This is an optimization exercise on Yosys and OpenROAD, whose aim is small area, not a production implementation. In this exercise RTL edits were held to simulation tests only and were not proved equivalent to the original. Power and IR drop assume default switching activity.

== main ==
==> flow/design.v (excerpt) <==
module nmea_rmc_sentence_parser_top (
  input  logic        clk,
  input  logic        rst_n,
  input  logic        cfg_we,
  input  logic [1:0]  cfg_index,
  input  logic [7:0]  cfg_wdata,
  input  logic        in_push,
  output logic        in_full,
  input  logic [7:0]  in_rx_byte,
  output logic        out_empty,
  input  logic        out_pop,
  output logic        out_valid_res,
  output logic [6:0]  out_utc_hour,
  output logic [6:0]  out_utc_minute,
  output logic [6:0]  out_utc_second,
  output logic [6:0]  out_day_of_month,
  output logic [6:0]  out_month_number,
  output logic [11:0] out_full_year,
  output logic [7:0]  out_fix_status,
  output logic [26:0] out_latitude_micro_deg,
  output logic [29:0] out_longitude_micro_deg,
  output logic [15:0] out_hemispheres,
  output logic [3:0]  out_speed_digit
);
For scale: about 3200 cells after synthesis, roughly 990 flip-flops, roughly 160 I/O pins, about 0.041 sq mm of cells after synthesis.
clock: 10.0 ns
lec_check: 0
abc_area: 1
cap_margin: 20
core_margin: 2
core_utilization: 40
cts_buf_list: sky130_fd_sc_hd__clkbuf_16
cts_cluster_diameter: 80
cts_cluster_size: 25
slew_margin: 20
run.sh (not shown) runs the stock make flow with config.mk's settings and CLKGATE_MAP_FILE= SYNTH_SCRIPT=/design/flow/synth_recipe.tcl, a recipe that flattens the netlist after the stock synthesis.
Setup changes, main to the feature branch
--- a/flow/config.mk
+++ b/flow/config.mk
@@ -7,5 +7,5 @@
 export LEC_CHECK = 0
 export ABC_AREA = 1
-export CAP_MARGIN = 20
+export CAP_MARGIN = 0
 export CORE_MARGIN = 2
 export CORE_UTILIZATION = 40
@@ -13,3 +13,3 @@
 export CTS_CLUSTER_DIAMETER = 80
 export CTS_CLUSTER_SIZE = 25
-export SLEW_MARGIN = 20
+export SLEW_MARGIN = 0
--- outcome ---
The detailed-router iteration count before antenna repair in the feature branch sits 1 below the value recorded for main. The feature branch against main: setup slack moved up, fraction of power consumed by the clock network moved up. Of main and the feature branch, the run reporting the higher routing usage on met2 was the feature branch. Comparing the feature branch with main, the wire length came out essentially unchanged. Diff the feature branch..main | area of the die | unchanged. On total power after layout, main and the feature branch are neck and neck.

---

## 05-19
Another version of the RTL of nmea_rmc_sentence_parser_top (not shown whole).
Size: roughly 2700 cells after synthesis.
Settings: LEC_CHECK=0, ABC_AREA=1, CAP_MARGIN=20, CORE_MARGIN=2, CORE_UTILIZATION=40, SLEW_MARGIN=20; clock period 10.0 ns.
standard.sh (not shown) runs the stock make flow with config.mk's settings and CLKGATE_MAP_FILE= SYNTH_SCRIPT=/design/flow/synth_recipe.tcl, a recipe that flattens the netlist after the stock synthesis.
==> flow/flow/run.sh <==
#!/bin/bash
# Standard ORFS layout with three changes:
#  - after the standard synthesis, the combinational logic is mapped again by ABC with an
#    area-oriented script (flow/reopt.tcl, flow/reopt.abc); the sequential cells, their names
#    and cell types are left as the standard synthesis made them;
#  - the port buffers use the smallest buffer cell;
#  - clock tree synthesis uses larger sink clusters and no dummy loads.
# Each tool's output goes to a log file of its own in this folder (flow_*.log).
set -euo pipefail
HERE=$(pwd)
export BUFFER_PORTS_ARGS="-buffer_cell sky130_fd_sc_hd__buf_1"
export CTS_ARGS="-sink_clustering_enable -repair_clock_nets -dont_use_dummy_load -buf_list sky130_fd_sc_hd__clkbuf_16 -sink_clustering_size 30 -sink_clustering_max_diameter 80"

bash standard.sh synth > "$HERE/flow_1_synth.log" 2>&1

R="$HERE/orfs/results/$FLOW_PLATFORM/nmea_rmc_sentence_parser_top/base"
LIB="$FLOW_HOME/platforms/$FLOW_PLATFORM/lib/sky130_fd_sc_hd__tt_025C_1v80.lib"
cp "$R/1_2_yosys.v" "$R/1_2_yosys_std.v"
python3 "$HERE/flow/gen_models.py" "$LIB" > "$HERE/cell_models.v" 2> "$HERE/flow_2_models.log"
DONT_USE=$(sed -n '/^export DONT_USE_CELLS += /,/^#/p' "$FLOW_HOME/platforms/$FLOW_PLATFORM/config.mk" \
  | grep -o "sky130_fd_sc_hd__[a-z0-9_]*" | tr '\n' ' ')
YOSYS=$(command -v yosys || echo "$FLOW_HOME/../tools/install/yosys/bin/yosys")
REOPT_LIB="$LIB" REOPT_IN="$R/1_2_yosys_std.v" REOPT_OUT="$R/1_2_yosys_reopt.v" \
REOPT_TOP="$FLOW_TOP" REOPT_SCRIPT="$HERE/flow/reopt.abc" REOPT_MODELS="$HERE/cell_models.v" \
REOPT_DONT_USE="$DONT_USE" REOPT_CONSTR="$HERE/abc.constr" \
  "$YOSYS" -c "$HERE/flow/reopt.tcl" > "$HERE/flow_3_reopt.log" 2>&1
cp "$R/1_2_yosys_reopt.v" "$R/1_2_yosys.v"
rm -f "$R/1_synth.odb" "$R/1_synth.sdc"

bash standard.sh > "$HERE/flow_4_layout.log" 2>&1
==> flow/flow/reopt.abc <==
strash
ifraig
dc2
dc2
strash
dch -f
amap
strash
dch -f
amap
topo
buffer -c
dnsize -c
Other scripts of this flow, unchanged in this note and not shown: flow/flow/gen_models.py, flow/flow/reopt.tcl
Setup changes, 05-19 to 01-08
diff --git a/flow/flow/run.sh b/flow/flow/run.sh
--- a/flow/flow/run.sh
+++ b/flow/flow/run.sh
@@ -12 +12 @@
-export CTS_ARGS="-sink_clustering_enable -repair_clock_nets -dont_use_dummy_load -buf_list sky130_fd_sc_hd__clkbuf_16 -sink_clustering_size 30 -sink_clustering_max_diameter 80"
+export CTS_ARGS="-sink_clustering_enable -repair_clock_nets -dont_use_dummy_load -buf_list sky130_fd_sc_hd__clkbuf_16 -sink_clustering_size 25 -sink_clustering_max_diameter 80"
==> flow/flow/reopt.abc <==
strash
dch -f
amap
topo
buffer -c
dnsize -c
## What came out
- Run comparison: 01-08 source of the critical timing path in_rx_byte[5]; 05-19 source of the critical timing path in_rx_byte[6]
- [compare] base=05-19 new=01-08: number of rows created at floorplan now larger; final wirelength now larger; total power moved down; final area went up by 1.5%; number of instances in the synthesized netlist higher.
- Of 01-08 and 05-19, 05-19 shows the lower die area, with 01-08 above it.
- Comparing 01-08 and 05-19, the lower worst hold margin was measured on 05-19.
- Slew at the pin closest to its max-slew limit: 01-08 vs 05-19 up 0.035 ns
- Between 05-19 and 01-08, post-layout worst setup margin increased.

separate check: timing with driven ports:
The results above use ideal ports. As a check the final layouts listed here were re-extracted and re-timed, cells and wires unchanged. Step 1 assumes that a clkbuf_16 drives the clock port and a buf_2 every other input. Step 2 times the ports against the registers' clock, not the clock port: input delays grow and output delays shrink by t, the midpoint of the rising clock arrivals with the driver on. Slacks: ideal / step 1 / step 2; pairs: ideal / step 1.
run | t, ns | setup WS [ns] | cell pins on the clock port's net
main | 0.688 | 0.768 / 0.806 / 0.118 | 1
the feature branch | 0.692 | 0.821 / 0.857 / 0.165 | 1
05-19 | 0.656 | 0.991 / 0.998 / 0.341 | 1
01-08 | 0.670 | 1.010 / 1.050 / 0.379 | 1
After both steps every run listed still meets setup and hold. The setup slack of the feature branch, which loses most, moves by +0.036 ns with the drivers and by -0.656 ns with both steps.
